Context: an optimization exercise on an open-source flow, tuned for small area. The choices shown serve that exercise and are no tape-out recipe. The RTL was checked by simulation tests, not by an equivalence proof against the original design. Power and IR drop assume default switching activity.

--- design.v ---
package fmap_buf_pkg;
  typedef enum logic [1:0] {
    BANK_EMPTY,
    BANK_FILLING,
    BANK_FULL,
    BANK_DRAINING
  } bank_state_t;
endpackage
module fmap_bank
#(
  parameter int K  = 4,
  parameter int BW = 16,
  parameter int PE = 2,
  parameter int P  = 16
) (
  input  logic                  clk,
  input  logic [K-1:0]          shift,
  input  logic [PE-1:0][BW-1:0] wr_data,
  output logic [K-1:0][BW-1:0]  head
);
  logic [BW-1:0] sr [K][P];
  always_ff @(posedge clk) begin
    for (int c = 0; c < K; c++) begin
      if (shift[c]) begin
        for (int i = 0; i < P - 1; i++) sr[c][i] <= sr[c][i + 1];
        sr[c][P - 1] <= wr_data[c % PE];
      end
    end
  end
  always_comb begin
    for (int c = 0; c < K; c++) head[c] = sr[c][0];
  end
endmodule
module pingpong_fmap_buffer
#(
  parameter int NumberOfK          = 4,
  parameter int BitSize            = 16,
  parameter int ProcessingElements = 2,
  parameter int ImageWidth         = 4
) (
  input  logic                  clk,
  input  logic                  res_n,
  input  logic [NumberOfK-1:0]  in_valid,
  input  logic [ProcessingElements-1:0][BitSize-1:0] in_data,
  output logic                  in_ready,
  output logic [BitSize-1:0]    out_data,
  output logic                  out_valid,
  input  logic                  out_ready,
  output logic                  out_last,
  output logic                  image_done,
  output logic                  error
);
  localparam int K  = NumberOfK;
  localparam int PE = ProcessingElements;
  localparam int P  = ImageWidth * ImageWidth;
  localparam int HW = (((K) < 2) ? 1 : $clog2(K));
  localparam int PW = (((P) < 2) ? 1 : $clog2(P));
  logic [PW:0]   cnt [K];
  logic [K-1:0]  wr_ch;
  logic [K-1:0]  ch_done;
  logic [K-1:0]  full_ch;
  logic          wr_over;
  logic          filled;
  logic [1:0]    busy;
  logic          draining;
  logic          rd_bank;
  logic          wr_ptr;
  logic [HW-1:0] rd_ch;
  logic [PW-1:0] rd_pix;
  logic [1:0]    full;
  logic          last_px;
  logic          last_ch;
  logic          xfer;
  logic          fin;
  logic          start;
  logic [K-1:0]  rd_sel;
  logic [1:0][K-1:0] shift;
  logic [1:0][K-1:0][BitSize-1:0] head;
  for (genvar b = 0; b < 2; b++) begin : g_bank
    fmap_bank #(
      .K (K),
      .BW(BitSize),
      .PE(PE),
      .P (P)
    ) u_bank (
      .clk     (clk),
      .shift   (shift[b]),
      .wr_data (in_data),
      .head    (head[b])
    );
  end
  always_comb begin
    in_ready = !busy[wr_ptr];
    for (int c = 0; c < K; c++) begin
      full_ch[c] = cnt[c][PW];
      wr_ch[c]   = in_ready && in_valid[c] && !full_ch[c];
      ch_done[c] = full_ch[c] || (wr_ch[c] && (&cnt[c][PW-1:0]));
    end
    wr_over = in_ready && (|(in_valid & full_ch));
    filled  = (&ch_done) && (|wr_ch);
    full[0]  = busy[0] && !(draining && !rd_bank);
    full[1]  = busy[1] && !(draining && rd_bank);
    last_px  = (&rd_pix);
    last_ch  = (&rd_ch);
    xfer     = draining && out_ready;
    fin      = xfer && last_px && last_ch;
    start    = (|full) && (!draining || fin);
    for (int c = 0; c < K; c++) rd_sel[c] = (rd_ch == HW'(c));
    shift[0] = (wr_ptr ? '0 : wr_ch) | ((xfer && !rd_bank) ? rd_sel : '0);
    shift[1] = (wr_ptr ? wr_ch : '0) | ((xfer && rd_bank) ? rd_sel : '0);
  end
  always_ff @(posedge clk or negedge res_n) begin
    if (!res_n) begin
      for (int c = 0; c < K; c++) cnt[c] <= '0;
      busy     <= '0;
      draining <= 1'b0;
      rd_bank  <= 1'b0;
      wr_ptr   <= 1'b0;
      rd_ch    <= '0;
      rd_pix   <= '0;
    end else begin
      for (int c = 0; c < K; c++) begin
        if (filled)        cnt[c] <= '0;
        else if (wr_ch[c]) cnt[c] <= cnt[c] + 1'b1;
      end
      if (filled) begin
        wr_ptr         <= ~wr_ptr;
        busy[wr_ptr]   <= 1'b1;
      end
      if (fin) busy[rd_bank] <= 1'b0;
      if (start) begin
        draining <= 1'b1;
        rd_bank  <= !full[0];
      end else if (fin) begin
        draining <= 1'b0;
      end
      if (xfer) begin
        rd_pix <= rd_pix + 1'b1;
        if (last_px) rd_ch <= rd_ch + 1'b1;
      end
    end
  end
  always_comb begin
    out_data = '0;
    for (int b = 0; b < 2; b++)
      for (int c = 0; c < K; c++)
        out_data = out_data |
                   ((draining && (rd_bank == 1'(b)) && rd_sel[c]) ? head[b][c] : '0);
  end
  assign out_valid  = draining;
  assign out_last   = draining && last_px;
  assign image_done = draining && last_px && last_ch;
  localparam logic [K-1:0] GRP = K'((2 ** PE) - 1);
  logic legal;
  logic err_q;
  always_comb begin
    legal = (in_valid == '0);
    for (int g = 0; g < K / PE; g++) begin
      if (in_valid == (GRP << (g * PE))) legal = 1'b1;
    end
  end
  always_ff @(posedge clk or negedge res_n) begin
    if (!res_n) err_q <= 1'b0;
    else if ((|in_valid) && (!legal || !in_ready || wr_over))
      err_q <= 1'b1;
  end
  assign error = err_q;
endmodule
--- run.sh ---
#!/bin/bash
# synth_recipe.tcl (not shown) runs the flow's synth.tcl, then flattens the netlist and writes it again
# the make line also repeats each setting of config.mk as NAME=value (left out here)
make -C /OpenROAD-flow-scripts/flow DESIGN_CONFIG=/design/flow/config.mk WORK_HOME=/design/flow/orfs CLKGATE_MAP_FILE= SYNTH_SCRIPT=/design/flow/synth_recipe.tcl finish
--- config.mk ---
export PLATFORM = sky130hd
export DESIGN_NAME = pingpong_fmap_buffer
export DESIGN_NICKNAME = pingpong_fmap_buffer
export VERILOG_FILES = /design/flow/design.v
export SDC_FILE = /design/flow/constraint.sdc
export NUM_CORES = 4
export LEC_CHECK = 0
export CAP_MARGIN = 20
export CORE_MARGIN = 2
export CORE_UTILIZATION = 70
export CTS_CLUSTER_DIAMETER = 150
export CTS_CLUSTER_SIZE = 28
export SETUP_SLACK_MARGIN = 0.3
export SLEW_MARGIN = 20
--- constraint.sdc ---
create_clock -name core_clock -period 8.0 [get_ports {clk}]
set_input_delay 1.6000 -clock core_clock [delete_from_list [all_inputs] [get_ports {clk}]]
set_output_delay 1.6000 -clock core_clock [all_outputs]
set_load 0.01 [all_outputs]
==> results of run 1 <==
per-stage QoR:
stage	worst slack (ps)	std cells	TNS, ps	hold WS, ps	total power (W)
after floorplan	-1320	2362	-1261750	400	0.0181
after global placement	2940	3592	0	400	0.0184
after detailed placement	3130	3592	0	405	0.0187
after CTS	2280	3690	0	416	0.0237
after global routing	2290	3690	0	414	0.0244
final	2410	3690	0	409	0.0235
synthesized netlist by cell type, types with 3 or more instances:
cell	instances
edfxtp_1	2048
nand3_1	39
a22oi_1	33
dfrtp_1	32
nand2_1	30
nor2_1	27
clkbuf_1	20
o21ai_0	14
xor2_1	13
a222oi_1	10
and3_1	9
ha_1	9
a21oi_1	8
inv_1	8
a22o_1	7
a221oi_1	5
and4_1	4
mux2i_1	4
nor2b_1	4
buf_1	3
xnor2_1	3
cell type report:
type                    instances  area, um2  area share
inverters                       8       30.0    0.000437
flip-flops and latches       2080      62300       0.907
repair buffers                 79        853      0.0124
clock buffers                  92       2170      0.0316
clock inverters                 6        125     0.00182
well taps                    1176       1470      0.0214
multi-input cells             249       1760      0.0256
flip-flops by register name (all words and copies together), names as in the netlist:
name,cells
busy,2
cnt,20
draining,1
err_q,1
g_bank.u_bank.sr,2048
rd_bank,1
rd_ch,2
rd_pix,4
wr_ptr,1
final timing paths:
path | from | to | slack, ps | depth (start not counted)
worst min-delay path | g_bank[1].u_bank.sr[23][5] | g_bank[1].u_bank.sr[22][5] | 410 | 0
min in group asynchronous | res_n | cnt[3][4] | 1300 | 2
max in group asynchronous | res_n | rd_pix[1] | 6370 | 2
worst max register to register | draining | g_bank[0].u_bank.sr[61][9] | 3820 | 4
worst min register to register | g_bank[1].u_bank.sr[23][5] | g_bank[1].u_bank.sr[22][5] | 410 | 0
worst max-delay path | draining | out_data[15] | 2410 | 5
report_power, final:
group	internal (W)	switching, W	total, W
logic	0.000371	0.00163	0.00200
clock network	0.00198	0.00298	0.00497
registers	0.0156	0.000919	0.0165
total	0.0179	0.00553	0.0235
metal layers:
layer,share of wire,up-vias,GRT usage
met2,0.53,530,0.362
li1,-,9710,-
met5,0,-,0
met1,0.42,11371,0.302
met3,0.036,118,0.0245
met4,0.019,0,0.0508
cell families (layout without fill, tap and decap cells):
family / count (synthesis) / count (layout) / share of synthesized area
simple gates: 125 / 125 / 0.00980
xor+xnor: 16 / 16 / 0.00219
flops: 2080 / 2080 / 0.972
compound gates: 92 / 92 / 0.0111
buf+inv: 33 / 185 / 0.00201
fa+ha+maj: 9 / 9 / 0.00176
mux: 7 / 7 / 0.00133
==> impl_metrics.csv, run 1 <==
group,metric,value,unit
run_status,status,"finished clean",
logic_synthesis,ys_ff_latch,2080,
clock_network,cts_tree,"done",
setup_path,critPathMaxFanout,25,
placement,place_congestion,0.817,
floorplanning,fp.dieArea,94000,um2
clock_network,postCtsSetupRepairBufs,0,
clock_network,cts_made_buffers,84,
grt,grt_use_total,0.212,
finish,fillers,4343,
clock_network,cts_buffer_depth,3,
sta,drv_slew,0,
logic_synthesis,yosysTopAreaCellShare,0.959,
grt,antenna_found_initial,1,
floorplanning,io_pins,60,
finish,post-route-util,0.760,
clock_network,cts_root_buf,"clkbuf_16",
sta,setup_viol,0,
clock_network,htree_levels,3,
job,max_cap_violations,0,
clock_network,cts_repair_resize_count,0,
logic_synthesis,syn-instance-count,2362,
floorplanning,core_area,90400,um2
setup_path,worstPathCellList,"nand2b_1 -> nor2_2 -> a22oi_1 -> nand4_1 -> clkdlybuf4s50_1",
sta,period_share,0.699,
sta,slew_headroom,0.188,
floorplanning,rows,110,
routing,drt-pass1-iter-count,5,
routing,totalWireLength,95500,um
logic_synthesis,synth_edf_count,2048,
finish,final_cell_area,68700,um2
logic_synthesis,netlist.top_cell.by_area,"edfxtp_1",
setup_path,path_class,"reg -> out",
setup_path,path_delay_family,"simple AND/OR/NAND/NOR gates",
finish,final_common_cell,"edfxtp_1",
routing,drtIter0Drc,2571,
routing,wl_per_cell,25.9,um
setup_path,start_kind,"flip-flop",
pwr,ir_drop,0.290,mV
clock_network,clkTransAtPathRegs,110,ps
grt,grt_pass1_wl,145000,um
logic_synthesis,async_flop_share,0.0154,
grt,grt_max_degree,190,
hold_path,hp-class,"reg -> reg",
floorplanning,die_y,307,um
routing,drt-vias-per-instance,5.89,
finish,final_cell_mix,"edfxtp_1 (2,048), clkbuf_16 (86), clkdlybuf4s50_1 (59)",
logic_synthesis,synth_cell_types,48,
routing,vias,21729,
finish,drive_above_1_share,0.0525,
setup_path,cp-end-kind,"output port",
logic_synthesis,synth_ff_type,"edfxtp_1",
finish,nets,2550,
sta,finalHoldViolCount,0,
logic_synthesis,yosys_warnings,4,
floorplanning,start_util,0.709,
routing,drcViolationCount,0,
placement,hpwl,46500,um
setup_path,arrival,3990,ps
placement,place_area,66400,um2
logic_synthesis,ys_seq_area_frac,0.972,
setup_path,cp_data_required_time,6400,ps
floorplanning,die_w,307,um
pwr,p_per_area,342,nW/um2
logic_synthesis,synth_fp_nets,2410,
sta,timing.fmax,0.179,GHz
grt,grt_overflow,0,
clock_network,cts-hold-fix-buffers,0,
logic_synthesis,synth_area_per_cell,27.1,um2
sta,worst_pin_slew,1220,ps
logic_synthesis,synth_area_leaders,"edfxtp_1 (96%), dfrtp_1 (1.2%), a22oi_1 (0.39%), nand3_1 (0.30%), xor2_1 (0.18%)",
clock_network,clk-insertion-delay-late,720,ps
sta,timing.final.crit_period,5590,ps
finish,syn_to_final_growth,7.19,%
grt,grt_pass1_vias,22596,
pwr,p_leak,21.6,nW
placement,io_buffers,59,
logic_synthesis,syn_area,64100,um2
clock_network,clock-sinks,2080,
setup_path,slowest_stage,"dfrtp_1",
sta,skew,26.4,ps
setup_path,critPathBufInv,1,
finish,diodes,0,
setup_path,cpPeakStageDelay,1000,ps
sta,rsz0062_at_grt,"false",
routing,drtAntennaViolNets,0,
==> run 2: changes to the inputs <==
==> flow/run.sh (new file) <==
#!/bin/bash
# Layout: the standard ORFS flow (settings in config.mk), with the
# smallest buffer, sky130_fd_sc_hd__buf_1, on every input and output port.
set -euo pipefail
export BUFFER_PORTS_ARGS="-buffer_cell sky130_fd_sc_hd__buf_1"
bash standard.sh > standard.log 2>&1
==> standard.sh (new file) <==
#!/bin/bash
# synth_recipe.tcl (not shown) runs the flow's synth.tcl, then flattens the netlist and writes it again
# the make line also repeats each setting of config.mk as NAME=value (left out here)
make -C /OpenROAD-flow-scripts/flow DESIGN_CONFIG=/design/flow/config.mk WORK_HOME=/design/flow/orfs CLKGATE_MAP_FILE= SYNTH_SCRIPT=/design/flow/synth_recipe.tcl "${@:-finish}"
--- a/config.mk
+++ b/config.mk
@@ -11,3 +11,3 @@
 export CTS_CLUSTER_DIAMETER = 150
-export CTS_CLUSTER_SIZE = 28
+export CTS_CLUSTER_SIZE = 26
 export SETUP_SLACK_MARGIN = 0.3
removed: run.sh
==> impl_metrics.csv, run 2 <==
group,metric,value,unit
finish,seqCellArea,62300,um2
logic_synthesis,synth_compound_area_frac,0.0111,
logic_synthesis,yosysTopAreaCellShare,0.959,
setup_path,path_class,"reg -> out",
setup_path,critPathBufInv,2,
pwr,ir_drop,0.283,mV
logic_synthesis,yosys_warnings,4,
pwr,pwr-share-seq,0.699,
pwr,power.total,0.0237,W
setup_path,cpPeakStageDelay,770,ps
setup_path,path_delay_family,"simple AND/OR/NAND/NOR gates",
job,max_cap_violations,0,
clock_network,cts_tree,"done",
setup_path,critPathMaxFanout,14,
floorplanning,rows,110,
logic_synthesis,yosysMostFrequentCell,"edfxtp_1",
clock_network,cts_repair_resize_count,0,
sta,skew,35.1,ps
floorplanning,fp.dieArea,94000,um2
clock_network,cts_root_buf,"clkbuf_16",
sta,rsz0062_at_grt,"false",
setup_path,timing.rr.start,"rd_bank",
clock_network,htree_levels,3,
logic_synthesis,async_flop_share,0.0154,
sta,finalHoldViolCount,0,
logic_synthesis,ys_ff_latch,2080,
finish,nets,2558,
logic_synthesis,synth_edf_count,2048,
finish,post-route-util,0.758,
finish,diodes,0,
setup_path,worstPathCellList,"inv_1 -> ha_1 -> and3_1 -> a222oi_1 -> nand3_1 -> buf_1",
setup_path,cp-end-kind,"output port",
finish,fin_cells,3699,
placement,place_congestion,0.810,
routing,drt-pass1-iter-count,7,
logic_synthesis,syn-instance-count,2362,
pwr,p_per_area,346,nW/um2
clock_network,clock-sinks,2080,
logic_synthesis,synth_ff_type,"edfxtp_1",
placement,hpwl,51000,um
grt,grt_max_degree,189,
routing,drcViolationCount,0,
grt,grt_pass1_vias,23141,
hold_path,hold_end,"g_bank[1].u_bank.sr[11][12]",
run_status,status,"finished clean",
sta,slew_headroom,0.312,
sta,setup_viol,0,
logic_synthesis,synth_area_per_cell,27.1,um2
placement,dpl.cell_count,3593,
floorplanning,die_w,307,um
grt,grt_overflow,0,
logic_synthesis,synth_area_leaders,"edfxtp_1 (96%), dfrtp_1 (1.2%), a22oi_1 (0.39%), nand3_1 (0.30%), xor2_1 (0.18%)",
floorplanning,core_area,90400,um2
hold_path,hp-start,"g_bank[1].u_bank.sr[12][12]",
logic_synthesis,synth_fp_nets,2410,
finish,final_common_cell,"edfxtp_1",
setup_path,slowest_stage,"and3_1",
grt,grt_use_total,0.227,
placement,place_area,66000,um2
logic_synthesis,ys_seq_area_frac,0.972,
routing,drtAntennaViolNets,0,
pwr,p_comb_frac,0.082,
finish,final_cell_mix,"edfxtp_1 (2,048), clkbuf_16 (92), buf_1 (59)",
sta,worst_pin_slew,1030,ps
clock_network,clk-insertion-delay-late,720,ps
logic_synthesis,muxShareOfSynthArea,0.00133,
pwr,switching_share,0.241,
floorplanning,io_pins,60,
clock_network,cts-hold-fix-buffers,0,
logic_synthesis,synth_top_family_by_area,"compound AO/OA/AOI/OAI gates",
logic_synthesis,yosys.area_share.adder,0.00176,
floorplanning,die_y,307,um
sta,timing.final.crit_period,4840,ps
pwr,clkPwrFrac,0.219,
clock_network,cts_made_buffers,90,
logic_synthesis,synth_cell_types,48,
hold_path,hp-class,"reg -> reg",
finish,regMostFlops,"g_bank.u_bank.sr",
finish,multi_input_area,1750,um2
sta,period_share,0.604,
routing,drtIter0Drc,2592,
logic_synthesis,syn_area,64100,um2
logic_synthesis,synthSimpleGateAreaFrac,0.00980,
setup_path,arrival,3240,ps
setup_path,regToRegSetupSlack,4260,ps
finish,final_cell_area,68500,um2
pwr,power_switching,0.00572,W
pwr,p_int,0.0180,W
finish,largest_reg_flops,2048,
floorplanning,start_util,0.709,
placement,io_buffers,59,
routing,vias,22133,
finish,reg_top3,"g_bank.u_bank.sr x2048, cnt x20, rd_pix x4",
routing,wl_per_cell,27.8,um
routing,drt-vias-per-instance,5.98,
setup_path,worstReg2RegEnd,"g_bank[1].u_bank.sr[29][7]",
logic_synthesis,netlist.top_cell.by_area,"edfxtp_1",
pwr,p_leak,21.5,nW
sta,drv_slew,0,
setup_path,worstRegToRegCells,4,
finish,fillers,4309,
routing,totalWireLength,103000,um
grt,grt_pass1_wl,153000,um
clock_network,clkTransAtPathRegs,110,ps
setup_path,start_kind,"flip-flop",
setup_path,cp_data_required_time,6400,ps
logic_synthesis,synth-xor-area-share,0.00219,
clock_network,postCtsSetupRepairBufs,0,
finish,syn_to_final_growth,6.91,%
logic_synthesis,synth_top_cells_by_count,"edfxtp_1 (2,048), nand3_1 (39), a22oi_1 (33)",
sta,fin_hold_ws,407,ps
hold_path,holdPathStages,0,
finish,drive_above_1_share,0.0547,
sta,timing.fmax,0.207,GHz
clock_network,cts_buffer_depth,3,
grt,antenna_found_initial,2,
-- run 2: cell counts after synthesis --
No cell type changed its count.
-- run 2: power groups by stage --
stage | Clock, W | Sequential, W | Combinational [W]
2_1_floorplan | 0 | 0.0168 | 0.00125
3_3_place_gp | 0 | 0.0165 | 0.00185
3_5_place_dp | 0 | 0.0167 | 0.00195
4_1_cts | 0.00536 | 0.0166 | 0.00198
5_1_grt | 0.00563 | 0.0168 | 0.00215
6_report | 0.00520 | 0.0166 | 0.00195
-- run 2: worst max-delay path by stage --
stage                startpoint  cells after the start                    endpoint
floorplan           in_valid[2]                      4  g_bank[0].u_bank.sr[32][0]
global placement    in_valid[2]                      5  g_bank[0].u_bank.sr[47][3]
detailed placement  in_valid[2]                      5  g_bank[0].u_bank.sr[47][4]
CTS                    rd_ch[0]                      6                out_data[13]
global route           rd_ch[0]                      6                out_data[13]
finish                 rd_ch[0]                      6                out_data[13]
-- run 2: through the flow --
stage	TNS, ps	setup slack, ps
floorplan	-1261750	-1320
global placement	0	3740
detailed placement	0	3530
CTS	0	3110
global route	0	2980
finish	0	3160
-- run 2: per-layer routing --
| layer | GRT usage | up-vias | wire length, um | part of all wire |
|---|---|---|---|---|
| li1 | - | 9746 | - | - |
| met1 | 0.313 | 11552 | 41000 | 0.40 |
| met2 | 0.395 | 699 | 54900 | 0.53 |
| met3 | 0.0314 | 136 | 4840 | 0.047 |
| met4 | 0.0519 | 0 | 2120 | 0.021 |
| met5 | 0 | - | 0 | 0 |
-- run 2: worst reg2reg max path, stage by stage, from the launching register on --
cell and delay, ps:
dfrtp_1 650, buf_4 390, and3_1 710, a22o_4 720, buf_4 870
-- run 2: cell families after synthesis --
logic type	count (synthesis)
fa+ha+maj	9
compound gates	92
simple gates	125
buf+inv	33
xor+xnor	16
flops	2080
mux	7
-- run 2: layout make-up --
type,instances,area share
sequential,2080,0.909
clock buffer,98,0.0339
multi-input combinational,249,0.0256
tap,1176,0.0215
timing repair buffer,81,0.00734
clock inverter,7,0.00217
inverter,8,0.000438

afterwards: timing with drivers on the ports:
The results above use ideal ports. As a check the final layouts listed here were re-extracted and re-timed, cells and wires unchanged. Step 1 (the two cells are an assumption about what drives the block):
set clk [get_ports {clk}]
set_driving_cell -lib_cell sky130_fd_sc_hd__clkbuf_16 $clk
set_driving_cell -lib_cell sky130_fd_sc_hd__buf_2 [delete_from_list [all_inputs] $clk]
Step 2 times the ports against the registers' clock, not the clock port: input delays grow and output delays shrink by t, the midpoint of the rising clock arrivals with the driver on. a / b / c = ideal ports / drivers / drivers and shift; a / b = the first two.
run	shift t [ns]	setup WS [ns]	hold slack, ns	latest minus earliest clock arrival (ns)
run 1	0.764	2.412 / 2.341 / 2.933	0.409 / 0.409 / 0.409	0.045 / 0.045
run 2	0.764	3.165 / 3.095 / 3.476	0.407 / 0.407 / 0.407	0.055 / 0.055
After both steps every run listed still meets setup and hold.
